This is an optimization exercise on Yosys and OpenROAD, whose aim is small area, a short achievable clock period and few clock cycles per item, not a production implementation.
RTL that was checked went through simulation tests only; none was proved equivalent to the original.

==> run B: inputs <==
// piecewise_linear_interpolator
module piecewise_linear_interpolator (
  input  wire logic                     clk_i,
  input  wire logic                     rst_ni,
  input  wire logic                     cfg_valid_i,
  output logic                          cfg_ready_o,
  input  wire logic [plint_pkg::AW-1:0] cfg_addr_i,
  input  wire logic [plint_pkg::DW-1:0] cfg_data_i,
  input  wire logic                     s_axis_tvalid,
  output logic                          s_axis_tready,
  input  wire logic [15:0]              s_axis_tdata,    
  output logic                          m_axis_tvalid,
  input  wire logic                     m_axis_tready,
  output logic [23:0]                   m_axis_tdata,    
  output logic [1:0]                    m_axis_tuser     
);
Settings: LEC_CHECK=0, ABC_CLOCK_PERIOD_IN_PS=3500, CAP_MARGIN=20, CORE_MARGIN=2, CORE_UTILIZATION=40, SETUP_SLACK_MARGIN=4.5, SLEW_MARGIN=20; clock period 8.0 ns.
run.sh (not shown) runs the stock make flow with config.mk's settings and CLKGATE_MAP_FILE= SYNTH_SCRIPT=/design/flow/synth_recipe.tcl, a recipe that flattens the netlist after the stock synthesis.
==> run X (differences from run B) <==
--- a/flow/design.v
+++ b/flow/design.v
@@ -34,30 +34,30 @@
   input  wire logic [15:0] xb_i,
   input  wire logic [23:0] sa_i,
   input  wire logic [23:0] sb_i,
   output logic             rdy_o,
   output logic [40:0]      g_o,
   output logic [3:0]       sh_o,
   output logic             neg_o
 );
-  localparam int K     = 1;             
+  localparam int K     = 2;             
   localparam int NCYC  = 42 / K;
   typedef enum logic [1:0] {PH_LOAD, PH_NORM, PH_DIV, PH_DONE} ph_e;
   ph_e         ph_q;
-  logic [5:0]  cnt_q;
+  logic [4:0]  cnt_q;
   logic [15:0] v_q;       
   logic [15:0] rem_q;     
   logic [41:0] q_q;       
   logic [3:0]  sh_q;
   logic        neg_q;
   logic [24:0] dy;
   logic [23:0] dmag;
   assign dy   = {sb_i[23], sb_i} - {sa_i[23], sa_i};
-  assign dmag = neg_q ? 24'(-q_q[23:0]) : q_q[23:0];
+  assign dmag = dy[24] ? 24'(-dy) : dy[23:0];
   logic [15:0] vn;
   logic [3:0]  shn;
   always_comb begin
     vn  = v_q;
     shn = '0;
     if (vn[15:8] == '0) begin vn = {vn[7:0], 8'd0};  shn[3] = 1'b1; end
     if (vn[15:12] == '0) begin vn = {vn[11:0], 4'd0}; shn[2] = 1'b1; end
     if (vn[15:14] == '0) begin vn = {vn[13:0], 2'd0}; shn[1] = 1'b1; end
@@ -83,42 +83,42 @@
       rdy_o <= 1'b0;
     end else if (start_i) begin
       ph_q  <= PH_LOAD;
       rdy_o <= 1'b0;
     end else begin
       unique case (ph_q)
         PH_LOAD: ph_q <= PH_NORM;
         PH_NORM: ph_q <= PH_DIV;
-        PH_DIV:  if (cnt_q == 6'(NCYC - 1)) begin
+        PH_DIV:  if (cnt_q == 5'(NCYC - 1)) begin
           ph_q  <= PH_DONE;
           rdy_o <= 1'b1;
         end
         default: ;
       endcase
     end
   end
   always_ff @(posedge clk_i) begin
     unique case (ph_q)
       PH_LOAD: begin
-        v_q       <= xb_i - xa_i;
-        neg_q     <= dy[24];
-        q_q[24:0] <= dy;
+        v_q   <= xb_i - xa_i;
+        neg_q <= dy[24];
+        rem_q <= {2'b00, dmag[23:10]};
+        q_q   <= {dmag[9:0], 32'd0};
       end
       PH_NORM: begin
-        v_q   <= vn;
-        sh_q  <= shn;
-        rem_q <= {2'b00, dmag[23:10]};
-        q_q   <= {dmag[9:0], 16'd0, vn};
-        cnt_q <= '0;
+        v_q        <= vn;
+        sh_q       <= shn;
+        q_q[15:0]  <= vn;
+        cnt_q      <= '0;
       end
       PH_DIV: begin
         rem_q <= rem_n;
         q_q   <= q_n;
-        cnt_q <= cnt_q + 6'd1;
+        cnt_q <= cnt_q + 5'd1;
       end
       default: ;
     endcase
   end
   assign g_o   = q_q[40:0];
   assign sh_o  = sh_q;
   assign neg_o = neg_q;
 endmodule
@@ -185,108 +185,101 @@
     .xa_i(x1_q), .xb_i(x2_q), .sa_i(s1_q), .sb_i(s2_q),
     .rdy_o(rdy1), .g_o(g1), .sh_o(sh1), .neg_o(neg1)
   );
   logic en;           
   logic ov_q, skv_q;  
   logic va_q, vb_q;
   assign en            = !skv_q;
   assign s_axis_tready = en && rdy0 && rdy1 && !start_q;
-  logic [XW-1:0] x;
-  logic          le0, le1, le2, ge_last, interp;
+  logic [XW-1:0] xs_q;
+  always_ff @(posedge clk_i or negedge rst_ni) begin
+    if (!rst_ni)  va_q <= 1'b0;
+    else if (en)  va_q <= s_axis_tvalid && s_axis_tready;
+  end
+  always_ff @(posedge clk_i) begin
+    if (en) xs_q <= s_axis_tdata;
+  end
+  logic          le0, le1, le2, ge_last;
+  logic [XW-1:0] dx, dxs;
+  logic [3:0]    sh;
   logic          seg;
   logic [1:0]    bsel, status;    
-  logic [XW-1:0] dx;
-  assign x   = s_axis_tdata;
-  assign le0 = x <= x0_q;
-  assign le1 = x <= x1_q;
-  assign le2 = x <= x2_q;
+  assign le0 = xs_q <= x0_q;
+  assign le1 = xs_q <= x1_q;
+  assign le2 = xs_q <= x2_q;
   always_comb begin
     unique case (cnt_q)
-      2'd2:    ge_last = x >= x1_q;
-      2'd3:    ge_last = x >= x2_q;
-      default: ge_last = x >= x0_q;
+      2'd2:    ge_last = xs_q >= x1_q;
+      2'd3:    ge_last = xs_q >= x2_q;
+      default: ge_last = xs_q >= x0_q;
     endcase
   end
   always_comb begin
     status = plint_pkg::ST_OK;
     bsel   = 2'd3;
     seg    = 1'b0;
-    interp = 1'b0;
     if (cnt_q == 2'd0) begin
       status = plint_pkg::ST_EMPTY;
     end else if (le0) begin
       bsel = 2'd0;
     end else if (ge_last) begin
       bsel = (cnt_q == 2'd3) ? 2'd2 : (cnt_q == 2'd2) ? 2'd1 : 2'd0;
     end else if (cnt_q[1] && le1) begin
-      bsel   = 2'd0;
-      interp = 1'b1;
+      bsel = 2'd0;
+      seg  = 1'b0;
     end else if (cnt_q == 2'd3 && le2) begin
-      bsel   = 2'd1;
-      seg    = 1'b1;
-      interp = 1'b1;
+      bsel = 2'd1;
+      seg  = 1'b1;
     end else begin
       status = plint_pkg::ST_NOSEG;
     end
   end
-  assign dx = interp ? (seg ? x - x1_q : x - x0_q) : '0;
-  logic [XW-1:0] dx_q;
-  logic          sega_q;
-  logic [1:0]    bsela_q, sta_q;
-  always_ff @(posedge clk_i or negedge rst_ni) begin
-    if (!rst_ni)  va_q <= 1'b0;
-    else if (en)  va_q <= s_axis_tvalid && s_axis_tready;
-  end
-  always_ff @(posedge clk_i) begin
-    if (en) begin
-      dx_q    <= dx;
-      sega_q  <= seg;
-      bsela_q <= bsel;
-      sta_q   <= status;
-    end
-  end
-  logic [XW-1:0] dxs;
-  logic [3:0]    sh;
-  assign sh = sega_q ? sh1 : sh0;
+  logic interp;
+  assign interp = cnt_q != 2'd0 && !le0 && !ge_last &&
+                  ((cnt_q[1] && le1) || (cnt_q == 2'd3 && le2));
+  assign dx = interp ? (seg ? xs_q - x1_q : xs_q - x0_q) : '0;
+  assign sh = seg ? sh1 : sh0;
   always_comb begin
-    dxs = dx_q;
+    dxs = dx;
     if (sh[3]) dxs = {dxs[7:0], 8'd0};
     if (sh[2]) dxs = {dxs[11:0], 4'd0};
     if (sh[1]) dxs = {dxs[13:0], 2'd0};
     if (sh[0]) dxs = {dxs[14:0], 1'b0};
   end
   logic [XW-1:0] dxs_q;
-  logic [GW-1:0] gm_q;
-  logic          negm_q;
+  logic          seg_q;
   logic [1:0]    bsel_q, status_q;
   always_ff @(posedge clk_i or negedge rst_ni) begin
     if (!rst_ni)  vb_q <= 1'b0;
     else if (en)  vb_q <= va_q;
   end
   always_ff @(posedge clk_i) begin
     if (en) begin
       dxs_q    <= dxs;
-      gm_q     <= sega_q ? g1 : g0;
-      negm_q   <= sega_q ? neg1 : neg0;
-      bsel_q   <= bsela_q;
-      status_q <= sta_q;
+      seg_q    <= seg;
+      bsel_q   <= bsel;
+      status_q <= status;
     end
   end
+  logic [GW-1:0] gm;
+  logic          negm;
   logic [SW-1:0] base;
   logic [55:0]   ra, rb;
+  assign gm   = seg_q ? g1 : g0;
+  assign negm = seg_q ? neg1 : neg0;
   always_comb begin
     unique case (bsel_q)
       2'd0:    base = s0_q;
       2'd1:    base = s1_q;
       2'd2:    base = s2_q;
       default: base = '0;
     endcase
   end
-  plint_mac u_mac (.dxs(dxs_q), .g(gm_q), .negm(negm_q), .base(base), .ra(ra), .rb(rb));
+  plint_mac u_mac (.dxs(dxs_q), .g(gm), .negm(negm), .base(base), .ra(ra), .rb(rb));
   logic [55:0] ra_q, rb_q;
   logic [1:0]  stc_q;
   logic        vc_q;
   always_ff @(posedge clk_i or negedge rst_ni) begin
     if (!rst_ni)  vc_q <= 1'b0;
     else if (en)  vc_q <= vb_q;
   end
   always_ff @(posedge clk_i) begin
==> flow/config.mk (replaced) <==
export PLATFORM = sky130hd
export DESIGN_NAME = piecewise_linear_interpolator
export DESIGN_NICKNAME = piecewise_linear_interpolator
export VERILOG_FILES = /design/flow/design.v
export SDC_FILE = /design/flow/constraint.sdc
export NUM_CORES = 4
export LEC_CHECK = 0
export CAP_MARGIN = 20
export CORE_MARGIN = 2
export CORE_UTILIZATION = 40
export SLEW_MARGIN = 20
==> impl_metrics.ini <==
[routing]
dr_wl_met2_mm = 66.6
wl_per_cell_um = 21.8

[run_status]
status = complete, no violations

[logic_synthesis]
synth_edf_count = 371
synth_fa_ha_area_share_pct = 21.2

[grt]
grt_util_all_layers_pct = 22.7

[setup_path]
critPathMaxStageDelay_ps = 570

[finish]
multi_input_area_share_pct = 59.9

[clock_tree]
clk_latency_ps = 690
# the run above: run X

==> impl_metrics.ini <==
[run_status]
status = complete, no violations

[grt]
grt_util_all_layers_pct = 24.9

[finish]
multi_input_area_share_pct = 55.3

[logic_synthesis]
synth_edf_count = 419
synth_fa_ha_area_share_pct = 20.6

[timing]
drv_slew = 0
finalClockSkew_ps = 47.8

[routing]
wl_per_cell_um = 23.9
dr_wl_met2_mm = 74.6

[clock_tree]
clk_latency_ps = 670

[setup_path]
critPathMaxStageDelay_ps = 560
path_delay_family = adder cells
# the run above: run B

Testbench counts of run B, summed over its fixed seeds: cycles 5,016, items 4,096.
The RTL of run X was laid out without a check of its function.

==> static timing again, ports no longer ideal <==
No port has a modelled driver above. Below, the same layouts with a new extraction and two added sets of constraints.
Step 1 (the two cells are an assumption about what drives the block):
set clk [get_ports {clk_i}]
set_driving_cell -lib_cell sky130_fd_sc_hd__clkbuf_16 $clk
set_driving_cell -lib_cell sky130_fd_sc_hd__buf_2 [delete_from_list [all_inputs] $clk]
Step 2, shift: input delay + t, output delay - t, t = (earliest + latest rising clock arrival at the registers) / 2. This alone moves slack from input paths to output paths.
Slacks: ideal / step 1 / step 2; pairs: ideal / step 1.
run | t, ns | setup WS [ns] | worst slew at a driven data input, ns
run B | 0.723 | 3.591 / 3.591 / 3.591 | 0.05
run X | 0.740 | 0.899 / 0.899 / 0.899 | 0.05
After both steps every run listed still meets setup and hold.
